Context: an optimization exercise on an open-source flow, tuned for small area. The choices shown serve that exercise and are no tape-out recipe.
The RTL was checked by simulation tests, not by an equivalence proof against the original design.

$ cat design/flow/run.sh
#!/bin/bash
# synth_recipe.tcl (not shown) runs the flow's synth.tcl, then flattens the netlist and writes it again
# the make line also repeats each setting of config.mk as NAME=value (left out here)
make -C /OpenROAD-flow-scripts/flow DESIGN_CONFIG=/design/flow/config.mk WORK_HOME=/design/flow/orfs CLKGATE_MAP_FILE= SYNTH_SCRIPT=/design/flow/synth_recipe.tcl finish
$ cat design/flow/config.mk
export PLATFORM = sky130hd
export DESIGN_NAME = cordic_rotator
export DESIGN_NICKNAME = cordic_rotator
export VERILOG_FILES = /design/flow/design.v
export SDC_FILE = /design/flow/constraint.sdc
export NUM_CORES = 4
export LEC_CHECK = 0
export CAP_MARGIN = 20
export CORE_MARGIN = 2
export CORE_UTILIZATION = 40
export SLEW_MARGIN = 20
$ cat design/flow/constraint.sdc
create_clock -name core_clock -period 11.0 [get_ports {clk}]
set_input_delay 2.2000 -clock core_clock [delete_from_list [all_inputs] [get_ports {clk}]]
set_output_delay 2.2000 -clock core_clock [all_outputs]
set_load 0.01 [all_outputs]
$ cat design/flow/design.v
package cordic_pkg;
    typedef struct packed {
        logic                            valid;
        logic signed [9-1:0]  x;
        logic signed [9-1:0]  y;
        logic signed [9-1:0]  angle;
    } sample_t;
    typedef struct packed {
        logic                            valid;
        logic signed [32-1:0]     x;
        logic signed [32-1:0]     y;
        logic signed [32-1:0]     z;
        logic signed [9-1:0]  angle;
    } vec_t;
    typedef struct packed {
        logic                            valid;
        logic signed [32-1:0]     x;
        logic signed [32-1:0]     y;
    } result_t;
endpackage
`timescale 1ns/1ps
module cordic_quadrant_stage (
    input  logic                 clk,
    input  logic                 rst_n,
    input  cordic_pkg::sample_t  in_sample,
    output cordic_pkg::vec_t     out_vec
);
    logic signed [32-1:0] x_s;
    logic signed [32-1:0] y_s;
    logic signed [32-1:0] z_s;
    cordic_pkg::vec_t            next_vec;
    assign x_s = in_sample.x * 10000;
    assign y_s = in_sample.y * 10000;
    assign z_s = in_sample.angle * 10000;
    always_comb
    begin
        next_vec.valid = in_sample.valid;
        next_vec.angle = in_sample.angle;
        if (in_sample.angle < -135)
        begin
            next_vec.x = -x_s;
            next_vec.y = -y_s;
            next_vec.z = z_s + 1800000;
        end
        else if (in_sample.angle < -45)
        begin
            next_vec.x = -y_s;
            next_vec.y = x_s;
            next_vec.z = z_s + 900000;
        end
        else if (in_sample.angle < 45)
        begin
            next_vec.x = x_s;
            next_vec.y = y_s;
            next_vec.z = z_s;
        end
        else if (in_sample.angle < 135)
        begin
            next_vec.x = y_s;
            next_vec.y = -x_s;
            next_vec.z = z_s - 900000;
        end
        else
        begin
            next_vec.x = -x_s;
            next_vec.y = -y_s;
            next_vec.z = z_s - 1800000;
        end
    end
    always_ff @(posedge clk)
    begin
        if (!rst_n)
        begin
            out_vec <= '0;
        end
        else
        begin
            out_vec <= next_vec;
        end
    end
endmodule
`timescale 1ns/1ps
module cordic_friendly_stage (
    input  logic              clk,
    input  logic              rst_n,
    input  cordic_pkg::vec_t  in_vec,
    output cordic_pkg::vec_t  out_vec
);
    logic signed [32-1:0] coef_a;
    logic signed [32-1:0] coef_b;
    logic signed [32-1:0] atan;
    cordic_pkg::vec_t            next_vec;
    always_comb
    begin
        if (in_vec.z < -265650 || in_vec.z >= 265650)
        begin
            coef_a = 20;
            coef_b = 15;
            atan   = 368700;
        end
        else if (in_vec.z < -103050 || in_vec.z >= 103050)
        begin
            coef_a = 24;
            coef_b = 7;
            atan   = 162600;
        end
        else
        begin
            coef_a = 25;
            coef_b = 0;
            atan   = 0;
        end
    end
    always_comb
    begin
        next_vec.valid = in_vec.valid;
        next_vec.angle = in_vec.angle;
        if (in_vec.z < 0)
        begin
            next_vec.x = coef_a * in_vec.x - coef_b * in_vec.y;
            next_vec.y = coef_a * in_vec.y + coef_b * in_vec.x;
            next_vec.z = in_vec.z + atan;
        end
        else
        begin
            next_vec.x = coef_a * in_vec.x + coef_b * in_vec.y;
            next_vec.y = coef_a * in_vec.y - coef_b * in_vec.x;
            next_vec.z = in_vec.z - atan;
        end
    end
    always_ff @(posedge clk)
    begin
        if (!rst_n)
        begin
            out_vec <= '0;
        end
        else
        begin
            out_vec <= next_vec;
        end
    end
endmodule
`timescale 1ns/1ps
module cordic_usr_stage (
    input  logic              clk,
    input  logic              rst_n,
    input  cordic_pkg::vec_t  in_vec,
    output cordic_pkg::vec_t  out_vec
);
    function automatic logic signed [32-1:0] pre_trim(
        input logic signed [32-1:0] v
    );
        pre_trim = (v >>> 5) + (v >>> 6) - (v >>> 8) - (v >>> 9) - (v >>> 10);
    endfunction
    logic signed [32-1:0] x_t;
    logic signed [32-1:0] y_t;
    logic signed [32-1:0] x_r;
    logic signed [32-1:0] y_r;
    cordic_pkg::vec_t            next_vec;
    assign x_t = pre_trim(in_vec.x);
    assign y_t = pre_trim(in_vec.y);
    always_comb
    begin
        next_vec.valid = in_vec.valid;
        next_vec.angle = in_vec.angle;
        if (in_vec.z < -35630)
        begin
            x_r        = 128 * x_t - 16 * y_t;
            y_r        = 128 * y_t + 16 * x_t;
            next_vec.z = in_vec.z + 71250;
        end
        else if (in_vec.z > 35630)
        begin
            x_r        = 128 * x_t + 16 * y_t;
            y_r        = 128 * y_t - 16 * x_t;
            next_vec.z = in_vec.z - 71250;
        end
        else
        begin
            x_r        = 129 * x_t;
            y_r        = 129 * y_t;
            next_vec.z = in_vec.z;
        end
        next_vec.x = (x_r >>> 7) - (x_r >>> 14);
        next_vec.y = (y_r >>> 7) + (y_r >>> 14);
    end
    always_ff @(posedge clk)
    begin
        if (!rst_n)
        begin
            out_vec <= '0;
        end
        else
        begin
            out_vec <= next_vec;
        end
    end
endmodule
`timescale 1ns/1ps
module cordic_nominal_stage #(
    parameter int SHIFT = 5,
    parameter int ATAN  = 17900
) (
    input  logic              clk,
    input  logic              rst_n,
    input  cordic_pkg::vec_t  in_vec,
    output cordic_pkg::vec_t  out_vec
);
    cordic_pkg::vec_t next_vec;
    always_comb
    begin
        next_vec.valid = in_vec.valid;
        next_vec.angle = in_vec.angle;
        if (in_vec.z < 0)
        begin
            next_vec.x = in_vec.x - (in_vec.y >>> SHIFT);
            next_vec.y = in_vec.y + (in_vec.x >>> SHIFT);
            next_vec.z = in_vec.z + ATAN;
        end
        else
        begin
            next_vec.x = in_vec.x + (in_vec.y >>> SHIFT);
            next_vec.y = in_vec.y - (in_vec.x >>> SHIFT);
            next_vec.z = in_vec.z - ATAN;
        end
    end
    always_ff @(posedge clk)
    begin
        if (!rst_n)
        begin
            out_vec <= '0;
        end
        else
        begin
            out_vec <= next_vec;
        end
    end
endmodule
`timescale 1ns/1ps
module cordic_micro_stage #(
    parameter int SHIFT = 10,
    parameter int ATAN  = 560
) (
    input  logic              clk,
    input  logic              rst_n,
    input  cordic_pkg::vec_t  in_vec,
    output cordic_pkg::vec_t  out_vec
);
    logic [32:0] z_abs2;
    logic [3:0]         m_mag;
    logic signed [4:0]  m;
    cordic_pkg::vec_t   next_vec;
    always_comb
    begin
        z_abs2 = in_vec.z[32-1] ? {-in_vec.z, 1'b0} : {in_vec.z, 1'b0};
        m_mag  = '0;
        for (int k = 1; k <= 8; k++)
        begin
            if (z_abs2 >= (2 * k - 1) * ATAN)
            begin
                m_mag = 4'(k);
            end
        end
        m = in_vec.z[32-1] ? -$signed({1'b0, m_mag}) : $signed({1'b0, m_mag});
    end
    always_comb
    begin
        next_vec.valid = in_vec.valid;
        next_vec.angle = in_vec.angle;
        next_vec.x     = in_vec.x + m * (in_vec.y >>> SHIFT);
        next_vec.y     = in_vec.y - m * (in_vec.x >>> SHIFT);
        next_vec.z     = in_vec.z - m * ATAN;
    end
    always_ff @(posedge clk)
    begin
        if (!rst_n)
        begin
            out_vec <= '0;
        end
        else
        begin
            out_vec <= next_vec;
        end
    end
endmodule
`timescale 1ns/1ps
module cordic_sign_fix (
    input  logic                 clk,
    input  logic                 rst_n,
    input  cordic_pkg::vec_t     in_vec,
    output cordic_pkg::result_t  out_result
);
    logic signed [32-1:0] x_pos;
    logic signed [32-1:0] x_neg;
    logic signed [32-1:0] y_pos;
    logic signed [32-1:0] y_neg;
    cordic_pkg::result_t         next_result;
    assign x_pos = (in_vec.x < 0) ? -in_vec.x : in_vec.x;
    assign x_neg = (in_vec.x > 0) ? -in_vec.x : in_vec.x;
    assign y_pos = (in_vec.y < 0) ? -in_vec.y : in_vec.y;
    assign y_neg = (in_vec.y > 0) ? -in_vec.y : in_vec.y;
    always_comb
    begin
        next_result.valid = in_vec.valid;
        if (in_vec.angle <= -90)
        begin
            next_result.x = x_neg;
            next_result.y = y_neg;
        end
        else if (in_vec.angle <= 0)
        begin
            next_result.x = x_pos;
            next_result.y = y_neg;
        end
        else if (in_vec.angle <= 90)
        begin
            next_result.x = x_pos;
            next_result.y = y_pos;
        end
        else
        begin
            next_result.x = x_neg;
            next_result.y = y_pos;
        end
    end
    always_ff @(posedge clk)
    begin
        if (!rst_n)
        begin
            out_result <= '0;
        end
        else
        begin
            out_result <= next_result;
        end
    end
endmodule
`timescale 1ns/1ps
module cordic_rotator (
    input  logic                    clk,
    input  logic                    rst_n,
    input  logic                    in_valid,
    input  logic [9-1:0] in_x,
    input  logic [9-1:0] in_y,
    input  logic [9-1:0] in_angle,
    output logic                    out_valid,
    output logic [32-1:0]    out_x,
    output logic [32-1:0]    out_y
);
    cordic_pkg::sample_t in_sample;
    cordic_pkg::result_t out_result;
    assign in_sample.valid = in_valid;
    assign in_sample.x     = in_x;
    assign in_sample.y     = in_y;
    assign in_sample.angle = in_angle;
    assign out_valid       = out_result.valid;
    assign out_x           = out_result.x;
    assign out_y           = out_result.y;
    cordic_pkg::vec_t s_quad;
    cordic_pkg::vec_t s_friendly;
    cordic_pkg::vec_t s_usr;
    cordic_pkg::vec_t s_nom5;
    cordic_pkg::vec_t s_nom6;
    cordic_pkg::vec_t s_nom7;
    cordic_pkg::vec_t s_micro;
    cordic_quadrant_stage u_quadrant (
        .clk       (clk),
        .rst_n     (rst_n),
        .in_sample (in_sample),
        .out_vec   (s_quad)
    );
    cordic_friendly_stage u_friendly (
        .clk     (clk),
        .rst_n   (rst_n),
        .in_vec  (s_quad),
        .out_vec (s_friendly)
    );
    cordic_usr_stage u_usr (
        .clk     (clk),
        .rst_n   (rst_n),
        .in_vec  (s_friendly),
        .out_vec (s_usr)
    );
    cordic_nominal_stage #(.SHIFT(5), .ATAN(17900)) u_nom5 (
        .clk     (clk),
        .rst_n   (rst_n),
        .in_vec  (s_usr),
        .out_vec (s_nom5)
    );
    cordic_nominal_stage #(.SHIFT(6), .ATAN(8950)) u_nom6 (
        .clk     (clk),
        .rst_n   (rst_n),
        .in_vec  (s_nom5),
        .out_vec (s_nom6)
    );
    cordic_nominal_stage #(.SHIFT(7), .ATAN(4480)) u_nom7 (
        .clk     (clk),
        .rst_n   (rst_n),
        .in_vec  (s_nom6),
        .out_vec (s_nom7)
    );
    cordic_micro_stage #(
        .SHIFT (10),
        .ATAN  (560)
    ) u_micro (
        .clk     (clk),
        .rst_n   (rst_n),
        .in_vec  (s_nom7),
        .out_vec (s_micro)
    );
    cordic_sign_fix u_sign (
        .clk        (clk),
        .rst_n      (rst_n),
        .in_vec     (s_micro),
        .out_result (out_result)
    );
endmodule
==> results.cfg <==
[status]
run_status = timing/DRC/antenna clean

[setup_path]
r2r_slack_ps = 760
start_kind = flip-flop
crit_required_ps = 11650
slowest_delay_ps = 550
timing.reg2reg.worst_path_depth = 46
crit_path_max_fanout = 5
timing.setup.critical_path_class = reg2reg
regToRegEndpoint = u_usr.out_vec[96]$_SDFF_PN0_
crit_slowest_cell = or4_1
crit-reg2reg-launch = u_friendly.out_vec[79]$_SDFF_PN0_
cp_arrival_ps = 10890
cp-end-kind = flip-flop

[timing]
max_clock_freq_mhz = 97.6
timing.slew.headroom_pct = 21.5
finalCriticalPeriod_ps = 10240
hold_viol = 0
clock-skew-final_ps = 48.4
report.final.slew_viol_count = 0
slew_worst_pin_ps = 1180
finalSetupViolCount = 0
fin_hold_ws_ps = 406
final.period_utilization_pct = 93.1

[logic_synthesis]
synthesis.area_um2 = 94900
synth_enable_flop_cells = 0
synth_ff_type = dfxtp_1
yosys_register_bits = 734
yosysWarnings = 8
postSynthAreaPerCell_um2 = 8.25
synth_seq_area_share_pct = 15.5
post_synth_inst_count = 11500
async_reset_ff_share_pct = 0
library_cells_used_by_synthesis = 107

[layout]
post-route-cell-area_um2 = 103000
final_net_count = 13900
syn_to_final_growth_pct = 8.37
most-common-layout-cells = ha_1, inv_1, nor2_1
layout_commonest_cell = ha_1
layout-drive-gt1-share_pct = 3.44
fin_cells = 14700
utilization_pct = 43.7

[die]
rows = 178
die-width_um = 491
floorplan.initialDensity_pct = 40.3
top_level_ports = 95
design.die.area_um2 = 241000
die_y_um = 491
core_region_area_um2 = 236000

[global_route]
via_count_of_the_first_global_routing_pass = 78700
number_of_antenna_violations_at_the_first_check_in_global_routing = 2
largest_net_degree_at_the_start_of_global_routing = 175
globalRouteOverflowTotal = 0
grtUsageTotal_pct = 20.9
grt_first_pass_wirelength_um = 416000

[clock_tree]
worstSkewPairLatency_ps = 730
cts_max_path_buffers = 3
cts_buffers = 85
post_cts_hold_buffer_count = 0
clk_sinks = 734
htree_levels = 3
path_clk_slew_ps = 60
cts_tree = done
root_buffer = clkbuf_16

[flow_run]
drv.max_cap_violation_count = 0

[routing]
drt-total-wl_um = 257000
average_detailed_routed_wire_length_per_instance_um = 17.4
route.detailed.vias_per_inst = 5.37
drt_iter0_drc = 4158
first_drt_pass_iteration_count = 7
drtAntennaViolNets = 0
routed-via-count = 79200
drt_drc_violations_left = 0

[hold_path]
worstHoldEndpoint = u_nom5.out_vec[8]$_SDFF_PN0_
timing.hold.worst.start = u_usr.out_vec[8]$_SDFF_PN0_
hold_path.class = reg2reg
min_delay_path_depth = 1

[place]
place.gp.congestion = 0.908
dpl-instance-area_um2 = 99800
port_buffers = 94
dpl.cell_count = 14600
hpwlAfterDp_um = 212000
worst max-delay path, delay by kind of cell, from the launching register on:
family,cells,cell delay (ps)
XOR/XNOR,2,330
buffers and inverters,2,140
adder cells (fa/ha/maj),8,2920
AND/OR/NAND/NOR,11,2150
AO/OA/AOI/OAI,23,4320
flip-flops,1,300
per-layer routing:
layer	track usage (%)	up-vias	wire [µm]
met5	0	-	0
li1	-	39600	-
met4	6.48	0	8260
met3	1.93	376	10000
met2	36.2	1673	122000
met1	27.3	37600	117000
cell usage after synthesis, types with 27 or more instances:
library cell	n	area, µm²
or3_1	87	544
or2_2	56	350
a21oi_1	718	3590
mux2i_1	35	350
a211oi_1	112	841
ha_1	1773	22200
nand2b_1	145	907
o21a_1	161	1210
inv_1	1328	4980
nor3_1	285	1430
nor2b_1	179	1120
clkbuf_1	257	965
nor3b_1	44	330
and3_1	122	763
nand4_1	43	269
o211ai_1	49	368
nand2_1	589	2210
o31ai_1	53	398
xor2_1	399	3490
xnor2_1	511	4480
nor4_1	64	400
dfxtp_1	734	14700
a31oi_1	116	726
or4_1	29	218
a211o_1	27	236
nand3_1	167	836
o22ai_1	43	269
o21ai_0	525	2630
a21o_1	238	1790
o21bai_1	77	578
a21boi_0	31	233
fa_1	556	11100
a221oi_1	30	263
and2_1	247	1550
nor2_1	1231	4620
o41ai_1	28	245
worst max path at each step:
| stage | depth (start not counted) | start | endpoint | slack, ps |
|---|---|---|---|---|
| 3_5_place_dp | 47 | u_friendly.out_vec[79]$_SDFF_PN0_ | u_usr.out_vec[96]$_SDFF_PN0_ | 500 |
| 2_1_floorplan | 47 | u_friendly.out_vec[79]$_SDFF_PN0_ | u_usr.out_vec[96]$_SDFF_PN0_ | 1440 |
| 4_1_cts | 47 | u_friendly.out_vec[79]$_SDFF_PN0_ | u_usr.out_vec[96]$_SDFF_PN0_ | 470 |
| 3_3_place_gp | 46 | u_friendly.out_vec[79]$_SDFF_PN0_ | u_usr.out_vec[96]$_SDFF_PN0_ | 340 |
| 6_report | 46 | u_friendly.out_vec[79]$_SDFF_PN0_ | u_usr.out_vec[96]$_SDFF_PN0_ | 760 |
| 5_1_grt | 47 | u_friendly.out_vec[79]$_SDFF_PN0_ | u_usr.out_vec[96]$_SDFF_PN0_ | -5 |
registers in the layout, summed over array words and instances (netlist names):
name,cells
u_micro.out_vec,74
u_nom7.out_vec,105
u_nom5.out_vec,105
u_usr.out_vec,93
u_nom6.out_vec,105
u_friendly.out_vec,94
u_sign.out_result,65
u_quadrant.out_vec,93
kinds of logic after synthesis:
| family | Yosys count | share of synthesized area, % |
|---|---|---|
| other | 2 | 0.00791 |
| AOI/OAI and AO/OA | 2496 | 16.9 |
| buffers and inverters | 1623 | 6.47 |
| adders and majority gates | 2329 | 35.1 |
| and+or+nand+nor | 3361 | 17.1 |
| xor gates and xnor gates | 914 | 8.50 |
| muxes | 45 | 0.488 |
| DFF | 734 | 15.5 |
through the flow:
step           worst slack, ps  setup TNS (ps)
5_1_grt                  -4.56           -5.31
6_report                   759               0
4_1_cts                    467               0
2_1_floorplan             1440               0
3_5_place_dp               497               0
3_3_place_gp               336               0
layout make-up:
type	instances	area [µm²]
diodes	2	5.00
fillers	23600	133000
multi-input cells	9162	74300
clock buffers	109	2310
clock inverters	43	753
repair buffers	211	1870
well taps	3150	3940
inverters	1333	5010
flip-flops and latches	734	14700
what timing repair did:
item                                    CTS  global route
buffers inserted                          0             1
gates resized for setup                   0             8
endpoints found under the setup margin    0             9

## what the ideal ports hide
How much do the figures lean on ideal ports? The routed layout below was timed once more, with nothing changed but the port constraints. Step 1: set_driving_cell puts a clkbuf_16 on clk and a buf_2 on each other input, an assumption about the parent block. Step 2 adds t to the input delays and takes it off the output delays; t is the mean of the earliest and latest rising clock arrival at the registers after step 1. Input paths then give back, and output paths get back, about the clock's delay inside the block. Slacks: ideal ports / drivers / drivers and shift; pairs: ideal ports / drivers.
t, ns: 0.793
setup WS [ns]: 0.759 / 0.759 / 0.759
worst hold slack (ns): 0.406 / 0.406 / 0.406
worst setup path after step 2: register to register
slew at the worst register clock pin (ns): 0.07 / 0.07
After both steps setup and hold are still met in this run. For this run, drivers alone change the setup slack by 0.000 ns; drivers and shift together by 0.000 ns.
